This is an optimization exercise on Yosys and OpenROAD, whose aim is small area, not a production implementation.
Function was checked by simulation only, so behaviour that the tests miss may differ from the original.
Power figures rest on the tool's default switching activity, not on a simulated workload.

$ cat design/flow/design.v
package skew_feeder_pkg;
    localparam int SF_DEPTH_DEFAULT      = 8;
    localparam int SF_ARRAY_M_DEFAULT    = 8;
    localparam int SF_DATA_WIDTH_DEFAULT = 32;
    typedef enum logic [1:0] {
        IDLE  = 2'd0,
        LOAD  = 2'd1,
        EMIT  = 2'd2,
        DRAIN = 2'd3
    } feeder_state_e;
    function automatic integer data_set_width(input integer array_m, input integer data_width);
        data_set_width = array_m * data_width;
    endfunction
    function automatic integer cnt_width(input integer depth, input integer array_m);
        cnt_width = $clog2(depth + array_m);
    endfunction
    function automatic integer idx_width(input integer depth);
        idx_width = (depth > 1) ? $clog2(depth) : 1;
    endfunction
    function automatic integer num_cols_width(input integer array_m);
        num_cols_width = $clog2(array_m) + 1;
    endfunction
endpackage
module feeder_row_buf
#(
    parameter int DEPTH      = skew_feeder_pkg::SF_DEPTH_DEFAULT,
    parameter int ARRAY_M    = skew_feeder_pkg::SF_ARRAY_M_DEFAULT,
    parameter int DATA_WIDTH = skew_feeder_pkg::SF_DATA_WIDTH_DEFAULT,
    localparam int DSW       = ARRAY_M * DATA_WIDTH,
    localparam int IDX_W     = (DEPTH > 1) ? $clog2(DEPTH) : 1
) (
    input  logic                     clk_i,
    input  logic                     wr_en_i,
    input  logic [IDX_W-1:0]         wr_idx_i,
    input  logic [DSW-1:0]           wr_data_i,
    input  logic [ARRAY_M*IDX_W-1:0] rd_idx_i,
    output logic [DSW-1:0]           rd_data_o
);
    logic [DSW-1:0] mem_q [DEPTH];
    logic [DSW-1:0] rd_data_q;
    always_ff @(posedge clk_i) begin
        if (wr_en_i) begin
            mem_q[wr_idx_i] <= wr_data_i;
        end
    end
    always_ff @(posedge clk_i) begin
        for (int c = 0; c < ARRAY_M; c++) begin
            rd_data_q[c*DATA_WIDTH +: DATA_WIDTH] <=
                mem_q[rd_idx_i[c*IDX_W +: IDX_W]][c*DATA_WIDTH +: DATA_WIDTH];
        end
    end
    assign rd_data_o = rd_data_q;
endmodule
module skew_feeder
#(
    parameter int DEPTH      = skew_feeder_pkg::SF_DEPTH_DEFAULT,
    parameter int ARRAY_M    = skew_feeder_pkg::SF_ARRAY_M_DEFAULT,
    parameter int DATA_WIDTH = skew_feeder_pkg::SF_DATA_WIDTH_DEFAULT,
    localparam int DATA_SET_WIDTH = ARRAY_M * DATA_WIDTH,
    localparam int CNT_WIDTH      = $clog2(DEPTH + ARRAY_M),
    localparam int NC_WIDTH       = $clog2(ARRAY_M) + 1
) (
    input  logic                      clk,
    input  logic                      reset,
    input  logic                      start,
    input  logic [NC_WIDTH-1:0]       num_cols,
    input  logic                      in_valid,
    output logic                      in_ready,
    input  logic [DATA_SET_WIDTH-1:0] in_data,
    output logic                      out_valid,
    output logic [DATA_SET_WIDTH-1:0] data_set_out,
    output logic                      drain_out,
    output logic                      busy,
    output logic [1:0]              dbg_state
);
    localparam int IDX_WIDTH = (DEPTH > 1) ? $clog2(DEPTH) : 1;
    localparam int LAST_EMIT = DEPTH + ARRAY_M - 2;
    logic [1:0]                 state_q;
    logic [1:0]                 state_d;
    logic [CNT_WIDTH-1:0]       row_cnt_q, row_cnt_d;
    logic [CNT_WIDTH-1:0]       emit_cnt_q, emit_cnt_d;
    logic [NC_WIDTH-1:0]        num_cols_q, num_cols_d;
    logic                       pipe_valid_q;
    logic [ARRAY_M-1:0]         lane_en_q, lane_en_d;
    logic                       out_valid_q;
    logic [DATA_SET_WIDTH-1:0]  data_q, data_d;
    logic                       drain_q, drain_d;
    logic                       busy_q, busy_d;
    logic                       load_ready;
    logic                       accept;
    logic                       last_row;
    logic                       emit_active;
    logic                       last_emit;
    logic                       drain_fire;
    logic [ARRAY_M*IDX_WIDTH-1:0] rd_idx;
    logic [DATA_SET_WIDTH-1:0]  rd_data;
    always_ff @(posedge clk or negedge reset) begin
        if (!reset) begin
            state_q <= skew_feeder_pkg::IDLE;
        end else begin
            state_q <= state_d;
        end
    end
    always_comb begin
        state_d = state_q;
        unique case (state_q)
            skew_feeder_pkg::IDLE:  if (start)      state_d = skew_feeder_pkg::LOAD;
            skew_feeder_pkg::LOAD:  if (last_row)   state_d = skew_feeder_pkg::EMIT;
            skew_feeder_pkg::EMIT:  if (last_emit)  state_d = skew_feeder_pkg::DRAIN;
            skew_feeder_pkg::DRAIN: if (drain_q)    state_d = skew_feeder_pkg::IDLE;
            default:               state_d = skew_feeder_pkg::IDLE;
        endcase
    end
    always_comb begin
        load_ready  = (state_q == skew_feeder_pkg::LOAD);
        accept      = load_ready && in_valid;
        last_row    = accept && (row_cnt_q == CNT_WIDTH'(DEPTH - 1));
        emit_active = (state_q == skew_feeder_pkg::EMIT);
        last_emit   = emit_active && (emit_cnt_q == CNT_WIDTH'(LAST_EMIT));
        drain_fire  = (state_q == skew_feeder_pkg::DRAIN) && out_valid_q && !pipe_valid_q && !drain_q;
    end
    always_comb begin
        row_cnt_d  = row_cnt_q;
        emit_cnt_d = emit_cnt_q;
        num_cols_d = num_cols_q;
        if (accept) begin
            row_cnt_d = last_row ? '0 : row_cnt_q + CNT_WIDTH'(1);
        end
        if (emit_active) begin
            emit_cnt_d = last_emit ? '0 : emit_cnt_q + CNT_WIDTH'(1);
        end
        if ((state_q == skew_feeder_pkg::IDLE) && start) begin
            num_cols_d = (num_cols > NC_WIDTH'(ARRAY_M)) ? NC_WIDTH'(ARRAY_M) : num_cols;
        end
        busy_d  = (state_d != skew_feeder_pkg::IDLE);
        drain_d = drain_fire;
    end
    always_comb begin
        rd_idx    = '0;
        lane_en_d = '0;
        for (int c = 0; c < ARRAY_M; c++) begin
            rd_idx[c*IDX_WIDTH +: IDX_WIDTH] = emit_cnt_q[IDX_WIDTH-1:0] - IDX_WIDTH'(c);
            lane_en_d[c] = emit_active
                        && (emit_cnt_q >= CNT_WIDTH'(c))
                        && (emit_cnt_q <  CNT_WIDTH'(DEPTH + c))
                        && (NC_WIDTH'(c) < num_cols_q);
        end
    end
    always_comb begin
        data_d = '0;
        for (int c = 0; c < ARRAY_M; c++) begin
            if (lane_en_q[c]) begin
                data_d[c*DATA_WIDTH +: DATA_WIDTH] = rd_data[c*DATA_WIDTH +: DATA_WIDTH];
            end
        end
    end
    always_ff @(posedge clk or negedge reset) begin
        if (!reset) begin
            row_cnt_q    <= '0;
            emit_cnt_q   <= '0;
            num_cols_q   <= '0;
            pipe_valid_q <= 1'b0;
            lane_en_q    <= '0;
            out_valid_q  <= 1'b0;
            data_q       <= '0;
            drain_q      <= 1'b0;
            busy_q       <= 1'b0;
        end else begin
            row_cnt_q    <= row_cnt_d;
            emit_cnt_q   <= emit_cnt_d;
            num_cols_q   <= num_cols_d;
            pipe_valid_q <= emit_active;
            lane_en_q    <= lane_en_d;
            out_valid_q  <= pipe_valid_q;
            data_q       <= data_d;
            drain_q      <= drain_d;
            busy_q       <= busy_d;
        end
    end
    feeder_row_buf #(
        .DEPTH      (DEPTH),
        .ARRAY_M    (ARRAY_M),
        .DATA_WIDTH (DATA_WIDTH)
    ) u_row_buf (
        .clk_i     (clk),
        .wr_en_i   (accept),
        .wr_idx_i  (row_cnt_q[IDX_WIDTH-1:0]),
        .wr_data_i (in_data),
        .rd_idx_i  (rd_idx),
        .rd_data_o (rd_data)
    );
    assign in_ready     = load_ready;
    assign out_valid    = out_valid_q;
    assign data_set_out = data_q;
    assign drain_out    = drain_q;
    assign busy         = busy_q;
    assign dbg_state    = state_q;
endmodule
$ cat design/flow/run.sh
#!/bin/bash
# synth_recipe.tcl (not shown) runs the flow's synth.tcl, then flattens the netlist and writes it again
# the make line also repeats each setting of config.mk as NAME=value (left out here)
make -C /OpenROAD-flow-scripts/flow DESIGN_CONFIG=/design/flow/config.mk WORK_HOME=/design/flow/orfs CLKGATE_MAP_FILE= SYNTH_SCRIPT=/design/flow/synth_recipe.tcl finish
$ cat design/flow/constraint.sdc
create_clock -name core_clock -period 5.0 [get_ports {clk}]
set_input_delay 1.0000 -clock core_clock [delete_from_list [all_inputs] [get_ports {clk}]]
set_output_delay 1.0000 -clock core_clock [all_outputs]
set_load 0.01 [all_outputs]
$ cat design/flow/config.mk
export PLATFORM = sky130hd
export DESIGN_NAME = skew_feeder
export DESIGN_NICKNAME = skew_feeder
export VERILOG_FILES = /design/flow/design.v
export SDC_FILE = /design/flow/constraint.sdc
export NUM_CORES = 4
export LEC_CHECK = 0
export CAP_MARGIN = 20
export CORE_MARGIN = 2
export CORE_UTILIZATION = 40
export SLEW_MARGIN = 20
==> summary.txt <==
- The run finished with no timing, DRC or antenna violations.
- The share of the cycle needed by the critical path after routing is 64.9%.
- For this design, the sink count on the clock tree is about 2600.
- The number of synthesized register bits is 2586.
- The via total after detailed routing is 46700.
- The number of cells upsized or downsized after cts is 0.
- The clock network burns between 40% and 50% of the power.
- The initial antenna violation count came to 83.
- The class of the most critical hold timing path is in2async.
- The final HPWL from detailed placement is about 120000 um.
- The async set or reset register ratio after synthesis is between 10 and 15%.
- For this run, the slowest stage of the critical path takes approximately 0.6 ns.
- The power density normalized to cell area is 396 nW/um^2.
- The final layout contains routed wiring with a total length of 215000 um.
- The met3 track utilization from global routing is 4.72%.
- The total internal power is roughly 36 mW.
- At the pin with the least slew margin, the transition time is roughly 1.1 ns.
- The maximum number of buffers from clock root to sink is 4.
- For this run, the register share of the synthesized area comes to around 79%.
- The startpoint of the worst setup timing path is state_q[0].
- The later pin in the worst-skew pair is clocked with a latency of between 0.9 and 1 ns.
- Counting every net in the synthesized netlist gives around 5300.
- The post-route minimum period is between 3 and 4 ns.
- The I/O pin count is about 530.
- The first detailed-routing pass ran for 5 iterations.
- The number of global-route vias before repair is about 48000.
- Across the VDD grid, the largest voltage drop is between 0.2 and 0.3 mV.
- The arrival time reported for the critical path endpoint is approximately 2.2 ns.
- Among all stages on the critical path, the largest delay is contributed by sky130_fd_sc_hd__dfrtp_1.
- The final clock skew is ~0.076 ns.
- Once the floorplan was initialized, standard cells occupied 40.2% of the core.
- The total setup buffers inserted after CTS is 0.
- Walking the worst path, the cells encountered are nor2b_1, clkdlybuf4s50_1.
- The number of core rows is roughly 180.
- The average instance in the mapped netlist occupies 18.6 um^2.
- The largest area contributor in the synthesized netlist is sky130_fd_sc_hd__edfxtp_1.
- The fraction of met2 tracks used by global routing is between 20% and 30%.
- The sequential cells in the finished layout cover a total of roughly 74000 um^2.
- The max-capacitance violation count is 0.
- The leakage component of the power is around 37 nW.
- Dividing the detail-routed wire length by the instance count gives between 20 and 25 um.
- Buffers inserted to repair hold after CTS numbered 0.
- The synthesized cell area is 93500 um^2.
- The relative max-transition margin is about 27%.
- In the final layout, the share of cells above drive strength 1 is 13.9%.
- For this run, the post-layout net count is 5938.
- For the final routed database, the setup TNS stands at 0 ns.
- The area share of the largest cell type after synthesis is approximately 66%.
- The busiest layer in global routing is met2.
- The layout has about 19000 filler cells.
- The worst endpoint required time is 4.00 ns.
- Entering global routing, the biggest net connects 180 pins.
- In this run, synthesis inferred 2048 flip-flops with an integrated enable.
- By count the netlist is led by sky130_fd_sc_hd__edfxtp_1, sky130_fd_sc_hd__nand3_1, sky130_fd_sc_hd__mux2i_1, sky130_fd_sc_hd__nand2_1, sky130_fd_sc_hd__dfrtp_1.
- The relative contribution of sequential cells to total power is ~52%.
- The height of the chip is approximately 500 um.
- Setup repair after global routing left no endpoint under its margin.
- Global routing consumed, on the met1 layer, 25.1% of the routing resources.
- Across every metal layer, demand over resource in global routing totals between 10% and 20%.
- Once detail routing completed, the nets flagged for antenna violations numbered 0.
- The tree is rooted in a sky130_fd_sc_hd__clkbuf_16.
- Using the TritonRoute via totals, the vias-per-cell ratio works out to between 5 and 6.
- The area of the placeable core is 233000 um^2.
- Input and output buffers added on the ports amount to roughly 530.
- The most used flip-flop cell after synthesis is sky130_fd_sc_hd__edfxtp_1.
- The floorplan step defined a die boundary enclosing roughly 240000 um^2.
- The family with the most delay on the worst path is flip-flops.
- The number of clock buffers added by TritonCTS is approximately 290.
- Sorting the synthesized cells by area gives the leading types as sky130_fd_sc_hd__edfxtp_1, sky130_fd_sc_hd__dfrtp_1, sky130_fd_sc_hd__mux4_2, sky130_fd_sc_hd__dfxtp_1, sky130_fd_sc_hd__mux2i_1.
- Combinational cells account for between 1 and 1.5% of the total power.
- CTS built an H-tree with a depth of 5.
- The buffering stage count on the worst path with inverters included is 1.
- The total of endpoints with negative setup slack in the final report is 0.
- The global-route wire length before repair is 318000 um.
- After synthesis, the netlist uses 42 different library cells.
- The kind of start point of the critical path is a flip-flop.
- Clock-pin slew was measured on the worst setup and hold paths at roughly 0.06 ns.
- The top achievable clock speed is just over 300 MHz.
- In this run the critical register-to-register path is launched from emit_cnt_q[1].
- The initial detailed-routing violation count is ~3500.
- The max-slew violation total from the final report is 0.
- The share of total power consumed by net switching is around a fifth.
- Yosys printed 2 warnings.
- The most common cell in the synthesized netlist is sky130_fd_sc_hd__edfxtp_1.
- The combined area of the multi-input logic cells is between 15000 and 20000 um^2.
- The routability congestion estimate from global placement is between 0.7 and 0.8.
- TritonCTS built the clock tree.
- For this run, the share of the core covered by cells in the final layout is about half.
- The number of instances in the synthesized netlist is slightly above 5000.
- Summed over all nets, the switching power comes to 8.43 mW.
- By startpoint and endpoint, the worst setup path is classified as reg2out.
- The number of remaining DRC errors is 0.
- The highest fanout seen on the critical path is 12.
- The count of endpoints failing hold in the final timing report is 0.
- The area overhead of the layout relative to synthesis is 19.9%.
- The horizontal extent of the die is 487 um.
- The worst hold margin is roughly 0.10 ns.
- STA classifies the critical path endpoint as a primary output.
- Summed over all layers, the global routing overflow is 0.
## cell type report
type                       instances  area share [%]
timing repair buffer             641            6.04
sequential                      2586            65.8
multi-input combinational       2149            16.4
inverter                           5          0.0234
antenna                           23          0.0514
clock inverter                   110            1.11
tap                             3043            3.40
clock buffer                     390            7.18
## cells by family after synthesis
family / count (synthesis) / share of synthesized area, %
muxes: 770 / 11.7
buffers and inverters: 292 / 1.67
and+or+nand+nor: 1340 / 7.53
DFF: 2586 / 78.8
AOI/OAI and AO/OA: 26 / 0.179
xor gates and xnor gates: 7 / 0.0656
adders and majority gates: 6 / 0.0803
## through the flow
step                      cell area [um^2]  total power [mW]  setup slack (ns)  std cells
final                               112000              44.4              1.76       8947
after global routing                112000              45.7              1.63       8932
after CTS                           112000              44.8              1.67       8924
after detailed placement            103000              24.1              1.47       8424
after global placement              103000              24.1              1.49       8424
after floorplan                      93600              23.7             -3.01       5027
## final timing paths
| kind | endpoint | slack (ns) | cells past startpoint |
|---|---|---|---|
| setup / recovery | in_ready | 1.76 | 2 |
| hold / removal | data_q[181] | 0.1 | 1 |
| setup reg to reg | u_row_buf.rd_data_q[210] | 1.91 | 5 |
| hold reg to reg | data_q[189] | 0.39 | 1 |
| max in group asynchronous | data_q[104] | 3.81 | 2 |
| min in group core_clock | data_q[189] | 0.39 | 1 |
## state kept, by name, indices dropped and copies added, names as in the netlist
name,cells
data_q,256
u_row_buf.rd_data_q,256
lane_en_q,8
num_cols_q,4
out_valid_q,1
row_cnt_q,4
drain_q,1
busy_q,1
emit_cnt_q,4
u_row_buf.mem_q,2048
state_q,2
pipe_valid_q,1
## power by group through the flow
| stage | sequential (mW) | clock, mW | combinational [mW] |
|---|---|---|---|
| 2_1_floorplan | 23.7 | 0 | 0.00386 |
| 3_3_place_gp | 23.7 | 0 | 0.464 |
| 3_5_place_dp | 23.7 | 0 | 0.487 |
| 4_1_cts | 23.2 | 21.1 | 0.489 |
| 5_1_grt | 23.2 | 22.0 | 0.529 |
| 6_report | 23.2 | 20.7 | 0.478 |
## per-layer routing
metal | share of wire, % | vias up | wire, um
met1 | 44 | 24200 | 94800
met5 | 0.24 | - | 523
met3 | 7.0 | 385 | 15100
met2 | 46 | 1388 | 100000
met4 | 2.1 | 88 | 4600
li1 | - | 20600 | -
## cell usage in the layout, fill, tap and decap left out, drive strengths merged, types with 3 or more instances in the layout
master,instances
edfxtp,2048
clkdlybuf4s50,524
nand3,513
mux2i,512
nand2,401
clkbuf,390
dfrtp,282
and2,256
mux4,256
dfxtp,256
and4,128
buf,117
clkinv,59
bufinv,25
diode,23
inv,18
clkinvlp,13
nor3,11
nand2b,10
o21ai,10
nor2,10
ha,6
xor2,4
a2111oi,3
xnor2,3
and3b,3

==> what the ideal ports hide <==
Ports are ideal in the flow. The routed layout listed here was re-timed in OpenROAD. Step 1 (the two cells are an assumption about what drives the block):
set clk [get_ports {clk}]
set_driving_cell -lib_cell sky130_fd_sc_hd__clkbuf_16 $clk
set_driving_cell -lib_cell sky130_fd_sc_hd__buf_2 [delete_from_list [all_inputs] $clk]
Step 2 also shifts input and output timing later by t, the mid clock arrival at the registers, as if the neighbouring blocks saw the same clock. Three values: ideal ports, drivers, drivers and shift; two values: the first two.
t, ns: 0.994
setup slack, ns: 1.756 / 1.668 / 1.383
hold WS [ns]: 0.100 / 0.064 / 0.393
slew at the worst register clock pin (ns): 0.07 / 0.07
worst slew at a driven data input, ns: 0.18
After both steps setup and hold are still met in this run. For this run, drivers alone change the setup slack by -0.088 ns; drivers and shift together by -0.373 ns.
